What follows belongs to an exercise in optimizing a design on an open flow for small area, a short achievable clock period and few clock cycles per item; a production flow would make more cautious choices. At most, simulation tests tie the RTL to the original design; equivalence was not proved. Power figures rest on the tool's default switching activity, not on a simulated workload.

==> inputs of run a <==
==> flow/design.v (excerpt) <==
module http_header_field_locator (
  input  wire logic        clk,
  input  wire logic        rst_n,
  input  wire logic        in_valid,
  output logic             in_stall,
  input  wire logic [7:0]  in_data_byte,
  input  wire logic        in_last_byte,
  output logic             out_valid,
  input  wire logic        out_stall,
  output logic             out_parse_ok,
  output logic             out_resp_flag,
  output logic [1:0]       out_method_kind,
  output logic [15:0]      out_status_code,
  output logic [15:0]      out_uri_offset,
  output logic [15:0]      out_uri_length,
  output logic [15:0]      out_host_offset,
  output logic [15:0]      out_host_length,
  output logic [15:0]      out_agent_offset,
  output logic [15:0]      out_agent_length,
  output logic [15:0]      out_ctype_offset,
  output logic [15:0]      out_ctype_length
);
Settings: LEC_CHECK=0, ABC_AREA=1, CAP_MARGIN=20, CORE_MARGIN=2, CORE_UTILIZATION=40, SETUP_SLACK_MARGIN=2.0, SLEW_MARGIN=20; clock period 4.0 ns.
run.sh (not shown) runs the stock make flow with config.mk's settings and CLKGATE_MAP_FILE= SYNTH_SCRIPT=/design/flow/synth_recipe.tcl, a recipe that flattens the netlist after the stock synthesis.
==> inputs of run b, as changes to run a <==
--- a/flow/design.v
+++ b/flow/design.v
@@ -56,24 +56,23 @@
   input  wire logic [7:0]  data_byte,
   input  wire logic        is_cr,
   input  wire logic        is_lf,
   input  wire logic        is_sp,
   input  wire logic        is_colon,
   input  wire logic        is_digit,
-  output logic             r_ok,
-  output logic             r_resp,
-  output logic [1:0]       r_method,
-  output logic [15:0]      r_status,
-  output logic [15:0]      r_uri_off,
-  output logic [15:0]      r_uri_len,
-  output logic [15:0]      r_host_off,
-  output logic [15:0]      r_host_len,
-  output logic [15:0]      r_agent_off,
-  output logic [15:0]      r_agent_len,
-  output logic [15:0]      r_ctype_off,
-  output logic [15:0]      r_ctype_len
+  output logic             ok,
+  output logic             resp,
+  output logic [1:0]       method,
+  output logic [15:0]      word0,      
+  output logic [15:0]      uri_len,
+  output logic [15:0]      f_host_off,
+  output logic [15:0]      f_host_len,
+  output logic [15:0]      f_agent_off,
+  output logic [15:0]      f_agent_len,
+  output logic [15:0]      f_ctype_off,
+  output logic [15:0]      f_ctype_len
 );
   logic [15:0] pos_r;
   logic        full_r;               
   logic [1:0]  phase_r;
   logic        cr_r, colon_r;
   logic [1:0]  sp_r;
@@ -81,18 +80,17 @@
   logic [3:0]  idx_r;
   logic        dig_r;
   logic        vseen_r;
   logic [15:0] vst_r;                
   logic [15:0] cnt_r;                
   logic [15:0] pos_inc;
-  logic        lf, adv, clr, resp;
+  logic        lf, adv, clr;
   assign pos_inc = pos_r + 16'd1;
-  assign lf   = cr_r && is_lf;
-  assign adv  = step && !full_r;
-  assign clr  = !rst_n || (step && last_byte);
-  assign resp = m_r[2];
+  assign lf  = cr_r && is_lf;
+  assign adv = step && !full_r;
+  assign clr = !rst_n || (step && last_byte);
   logic [1:0]  phase_nxt;
   logic [1:0]  sp_nxt;
   logic [3:0]  m_nxt, idx_nxt;
   logic        dig_nxt, vseen_nxt;
   logic        st_end_ok, first_sp, resp_now, dig_acc, set_val, cnt_inc, commit;
   logic [1:0]  kind;
@@ -104,25 +102,23 @@
     resp_now = m_r[0] && idx_r == 4'd8;
     kind = 2'd3;
     for (int k = 3; k >= 1; k--)
       if (m_r[k] && idx_r == hhfl_pkg::start_len(2'(k))) kind = 2'(k - 1);
     case (phase_r)
       hhfl_pkg::PH_START: begin
-        if (sp_r == 2'd1) cnt_inc = 1'b1;
         if (lf) begin
           if (sp_r == 2'd2 && (!resp || dig_r)) begin
             st_end_ok = 1'b1;
             phase_nxt = hhfl_pkg::PH_KEY;
             m_nxt = 4'b0111; idx_nxt = '0;
           end else begin
             phase_nxt = hhfl_pkg::PH_DONE;
           end
         end else if (is_sp) begin
           if (sp_r == 2'd0) begin
             first_sp = 1'b1;
-            m_nxt = {1'b0, resp_now, resp_now ? 2'd0 : kind};
             idx_nxt = '0;
             sp_nxt = 2'd1;
           end else if (sp_r == 2'd1) begin
             sp_nxt = 2'd2;
           end
         end else if (sp_r == 2'd0) begin
@@ -178,64 +174,47 @@
       phase_r <= phase_nxt; cr_r <= is_cr;
       colon_r <= (phase_r == hhfl_pkg::PH_KEY || phase_r == hhfl_pkg::PH_VALUE) && is_colon;
       sp_r <= sp_nxt; m_r <= m_nxt; idx_r <= idx_nxt; dig_r <= dig_nxt;
       vseen_r <= vseen_nxt;
     end
   end
-  logic [15:0] csc_r;
-  logic [15:0] acc_a, acc_b, acc_c, acc_e, s1, c1, s2, c2;
-  logic [8:0]  lo_sum;
-  logic [7:0]  hi_sum;
-  always_comb begin
-    acc_a = {vst_r[12:0], data_byte[2:0]};
-    acc_b = {vst_r[14:0], 1'b0};
-    acc_c = {csc_r[12:1], data_byte[3], 3'b000};
-    acc_e = {csc_r[14:0], 1'b0};
-    s1 = acc_a ^ acc_b ^ acc_c;
-    c1 = {(acc_a[14:0] & acc_b[14:0]) | (acc_a[14:0] & acc_c[14:0]) | (acc_b[14:0] & acc_c[14:0]), 1'b0};
-    s2 = s1 ^ c1 ^ acc_e;
-    c2 = {(s1[14:0] & c1[14:0]) | (s1[14:0] & acc_e[14:0]) | (c1[14:0] & acc_e[14:0]), 1'b0};
-    lo_sum = {1'b0, vst_r[7:0]} + {1'b0, csc_r[7:0]};
-    hi_sum = vst_r[15:8] + csc_r[15:8];
+  always_ff @(posedge clk) begin
+    if (adv && set_val) begin
+      vst_r <= pos_inc;
+      cnt_r <= '1;
+    end else if (adv && cnt_inc) begin
+      cnt_r <= cnt_r + 16'd1;
+    end
   end
   always_ff @(posedge clk) begin
-    if (adv && (set_val || first_sp)) begin
-      vst_r <= (first_sp && resp_now) ? 16'd0 : pos_inc;
-      csc_r <= '0;
-    end else if (adv && dig_acc) begin
-      vst_r <= s2;
-      csc_r <= c2;
+    if (adv && first_sp) begin
+      resp <= resp_now;
+      method <= resp_now ? 2'd0 : kind;
+      word0 <= resp_now ? 16'd0 : pos_inc;
+      uri_len <= '1;
     end else begin
-      vst_r <= {hi_sum, lo_sum[7:0]};
-      csc_r <= {7'd0, lo_sum[8], 8'd0};
+      if (adv && dig_acc)
+        word0 <= {word0[12:0], 3'b000} + {word0[14:0], 1'b0} + {12'd0, data_byte[3:0]};
+      if (adv && phase_r == hhfl_pkg::PH_START && sp_r == 2'd1)
+        uri_len <= uri_len + 16'd1;
     end
-    if (adv && (set_val || first_sp)) cnt_r <= '1;
-    else if (adv && cnt_inc) cnt_r <= cnt_r + 16'd1;
+    if (step && fresh) ok <= 1'b0;
+    else if (adv && st_end_ok) ok <= 1'b1;
   end
   logic [15:0] vst_g, cnt_g;
   assign vst_g = fresh ? 16'd0 : vst_r;
   assign cnt_g = fresh ? 16'd0 : cnt_r;
   always_ff @(posedge clk) begin
-    if (adv && (fresh || st_end_ok)) begin
-      r_ok <= !fresh;
-      r_resp <= !fresh && resp;
-      r_method <= fresh ? 2'd0 : m_r[1:0];
-    end
-    if (adv && (fresh || (st_end_ok && resp)))
-      r_status <= vst_g;
-    if (adv && (fresh || (st_end_ok && !resp))) begin
-      r_uri_off <= vst_g; r_uri_len <= cnt_g;
-    end
     if (adv && (fresh || (commit && m_r[0]))) begin
-      r_host_off <= vst_g; r_host_len <= cnt_g;
+      f_host_off <= vst_g; f_host_len <= cnt_g;
     end
     if (adv && (fresh || (commit && m_r[1]))) begin
-      r_agent_off <= vst_g; r_agent_len <= cnt_g;
+      f_agent_off <= vst_g; f_agent_len <= cnt_g;
     end
     if (adv && (fresh || (commit && m_r[2]))) begin
-      r_ctype_off <= vst_g; r_ctype_len <= cnt_g;
+      f_ctype_off <= vst_g; f_ctype_len <= cnt_g;
     end
   end
 endmodule
 `default_nettype wire
 `default_nettype none
 module http_header_field_locator (
@@ -257,55 +236,57 @@
   output logic [15:0]      out_host_length,
   output logic [15:0]      out_agent_offset,
   output logic [15:0]      out_agent_length,
   output logic [15:0]      out_ctype_offset,
   output logic [15:0]      out_ctype_length
 );
-  logic       iv_r, il_r, ov_r, stall_r, fresh_r;
+  logic       iv_r, il_r, ov_r, fresh_r;
   logic [7:0] ib_r;
   logic       cr_r, lf_r, sp_r, colon_r, digit_r;
-  logic       step, iv_nxt, ov_nxt;
+  logic       step;
   assign step     = iv_r && !ov_r;
-  assign in_stall = stall_r;         
-  always_comb begin
-    iv_nxt = iv_r;
-    if (in_valid && !stall_r) iv_nxt = 1'b1;
-    else if (step) iv_nxt = 1'b0;
-    ov_nxt = ov_r;
-    if (step && il_r) ov_nxt = 1'b1;
-    else if (!out_stall) ov_nxt = 1'b0;
-  end
+  assign in_stall = iv_r && ov_r;
   always_ff @(posedge clk) begin
-    if (!rst_n) begin
-      iv_r <= 1'b0;
-      ov_r <= 1'b0;
-      stall_r <= 1'b0;
-      fresh_r <= 1'b1;
-    end else begin
-      iv_r <= iv_nxt;
-      ov_r <= ov_nxt;
-      stall_r <= iv_nxt && ov_nxt;
-      if (step) fresh_r <= il_r;
-    end
-    if (!stall_r) begin
+    if (!rst_n) iv_r <= 1'b0;
+    else if (in_valid && !in_stall) iv_r <= 1'b1;
+    else if (step) iv_r <= 1'b0;
+    if (!in_stall) begin
       ib_r    <= in_data_byte;
       il_r    <= in_last_byte;
       cr_r    <= in_data_byte == hhfl_pkg::ChCr;
       lf_r    <= in_data_byte == hhfl_pkg::ChLf;
       sp_r    <= in_data_byte == hhfl_pkg::ChSpace;
       colon_r <= in_data_byte == hhfl_pkg::ChColon;
       digit_r <= in_data_byte >= hhfl_pkg::ChZero && in_data_byte <= hhfl_pkg::ChNine;
     end
   end
+  always_ff @(posedge clk) begin
+    if (!rst_n) begin
+      ov_r <= 1'b0;
+      fresh_r <= 1'b1;
+    end else begin
+      if (step && il_r) ov_r <= 1'b1;
+      else if (!out_stall) ov_r <= 1'b0;
+      if (step) fresh_r <= il_r;
+    end
+  end
+  logic        ok, resp;
+  logic [1:0]  method;
+  logic [15:0] word0, uri_len;
   hhfl_scan u_scan (
     .clk(clk), .rst_n(rst_n), .step(step), .fresh(fresh_r), .last_byte(il_r),
     .data_byte(ib_r), .is_cr(cr_r), .is_lf(lf_r), .is_sp(sp_r), .is_colon(colon_r),
     .is_digit(digit_r),
-    .r_ok(out_parse_ok), .r_resp(out_resp_flag), .r_method(out_method_kind),
-    .r_status(out_status_code), .r_uri_off(out_uri_offset), .r_uri_len(out_uri_length),
-    .r_host_off(out_host_offset), .r_host_len(out_host_length),
-    .r_agent_off(out_agent_offset), .r_agent_len(out_agent_length),
-    .r_ctype_off(out_ctype_offset), .r_ctype_len(out_ctype_length)
+    .ok(ok), .resp(resp), .method(method), .word0(word0), .uri_len(uri_len),
+    .f_host_off(out_host_offset), .f_host_len(out_host_length),
+    .f_agent_off(out_agent_offset), .f_agent_len(out_agent_length),
+    .f_ctype_off(out_ctype_offset), .f_ctype_len(out_ctype_length)
   );
-  assign out_valid = ov_r;
+  assign out_valid       = ov_r;
+  assign out_parse_ok    = ok;
+  assign out_resp_flag   = ok && resp;
+  assign out_method_kind = ok ? method : 2'd0;
+  assign out_status_code = (ok && resp) ? word0 : 16'd0;
+  assign out_uri_offset  = (ok && !resp) ? word0 : 16'd0;
+  assign out_uri_length  = (ok && !resp) ? uri_len : 16'd0;
 endmodule
 `default_nettype wire
==> flow/config.mk (replaced) <==
export PLATFORM = sky130hd
export DESIGN_NAME = http_header_field_locator
export DESIGN_NICKNAME = http_header_field_locator
export VERILOG_FILES = /design/flow/design.v
export SDC_FILE = /design/flow/constraint.sdc
export NUM_CORES = 4
export LEC_CHECK = 0
export CAP_MARGIN = 20
export CORE_MARGIN = 2
export CORE_UTILIZATION = 40
export SLEW_MARGIN = 20
==> inputs of run c, as changes to run a <==
--- a/flow/design.v
+++ b/flow/design.v
@@ -178,41 +178,22 @@
       phase_r <= phase_nxt; cr_r <= is_cr;
       colon_r <= (phase_r == hhfl_pkg::PH_KEY || phase_r == hhfl_pkg::PH_VALUE) && is_colon;
       sp_r <= sp_nxt; m_r <= m_nxt; idx_r <= idx_nxt; dig_r <= dig_nxt;
       vseen_r <= vseen_nxt;
     end
   end
-  logic [15:0] csc_r;
-  logic [15:0] acc_a, acc_b, acc_c, acc_e, s1, c1, s2, c2;
-  logic [8:0]  lo_sum;
-  logic [7:0]  hi_sum;
-  always_comb begin
-    acc_a = {vst_r[12:0], data_byte[2:0]};
-    acc_b = {vst_r[14:0], 1'b0};
-    acc_c = {csc_r[12:1], data_byte[3], 3'b000};
-    acc_e = {csc_r[14:0], 1'b0};
-    s1 = acc_a ^ acc_b ^ acc_c;
-    c1 = {(acc_a[14:0] & acc_b[14:0]) | (acc_a[14:0] & acc_c[14:0]) | (acc_b[14:0] & acc_c[14:0]), 1'b0};
-    s2 = s1 ^ c1 ^ acc_e;
-    c2 = {(s1[14:0] & c1[14:0]) | (s1[14:0] & acc_e[14:0]) | (c1[14:0] & acc_e[14:0]), 1'b0};
-    lo_sum = {1'b0, vst_r[7:0]} + {1'b0, csc_r[7:0]};
-    hi_sum = vst_r[15:8] + csc_r[15:8];
-  end
   always_ff @(posedge clk) begin
     if (adv && (set_val || first_sp)) begin
       vst_r <= (first_sp && resp_now) ? 16'd0 : pos_inc;
-      csc_r <= '0;
-    end else if (adv && dig_acc) begin
-      vst_r <= s2;
-      csc_r <= c2;
+      cnt_r <= '1;
     end else begin
-      vst_r <= {hi_sum, lo_sum[7:0]};
-      csc_r <= {7'd0, lo_sum[8], 8'd0};
+      if (adv && dig_acc)
+        vst_r <= {vst_r[12:0], 3'b000} + {vst_r[14:0], 1'b0} + {12'd0, data_byte[3:0]};
+      if (adv && cnt_inc)
+        cnt_r <= cnt_r + 16'd1;
     end
-    if (adv && (set_val || first_sp)) cnt_r <= '1;
-    else if (adv && cnt_inc) cnt_r <= cnt_r + 16'd1;
   end
   logic [15:0] vst_g, cnt_g;
   assign vst_g = fresh ? 16'd0 : vst_r;
   assign cnt_g = fresh ? 16'd0 : cnt_r;
   always_ff @(posedge clk) begin
     if (adv && (fresh || st_end_ok)) begin
==> summary of the runs <==
- Run c completed without violations. Run b passed the timing, DRC and antenna checks. Run a went through all stages and came out clean.
- The highest setup slack belongs to run a, the lowest to run b.
- Between run a and run c, the lower clock power is in run a (gap about 6%, measured against run c).
- Synthesized cell count: run c is lower than run a (4.8%).
- Sequential power: run a > run c > run b.
Testbench counts of run b, summed over its fixed seeds: cycles 58,188, bytes 57,796.
Function not checked in run a and run c: the RTL went through the layout flow alone.

-- port drivers added, routing unchanged --
In the flow no input, the clock included, has a driving cell. The finished layouts below were timed again as built, in two steps. Step 1: set_driving_cell puts a clkbuf_16 on clk and a buf_2 on each other input, an assumption about the parent block. Step 2 times the ports against the registers' clock, not the clock port: input delays grow and output delays shrink by t, the midpoint of the rising clock arrivals with the driver on. a / b / c = no drivers / after step 1 / after step 2; a / b = the first two.
run | shift t [ns] | setup WS [ns] | slew at the worst register clock pin (ns)
run a | 0.577 | 1.944 / 1.944 / 1.717 | 0.07 / 0.07
run b | 0.575 | 0.549 / 0.549 / 0.549 | 0.06 / 0.06
run c | 0.574 | 1.585 / 1.585 / 1.554 | 0.06 / 0.06
After both steps every run listed still meets setup and hold. The setup slack of run a, which loses most, moves by 0.000 ns with the drivers and by -0.227 ns with both steps.
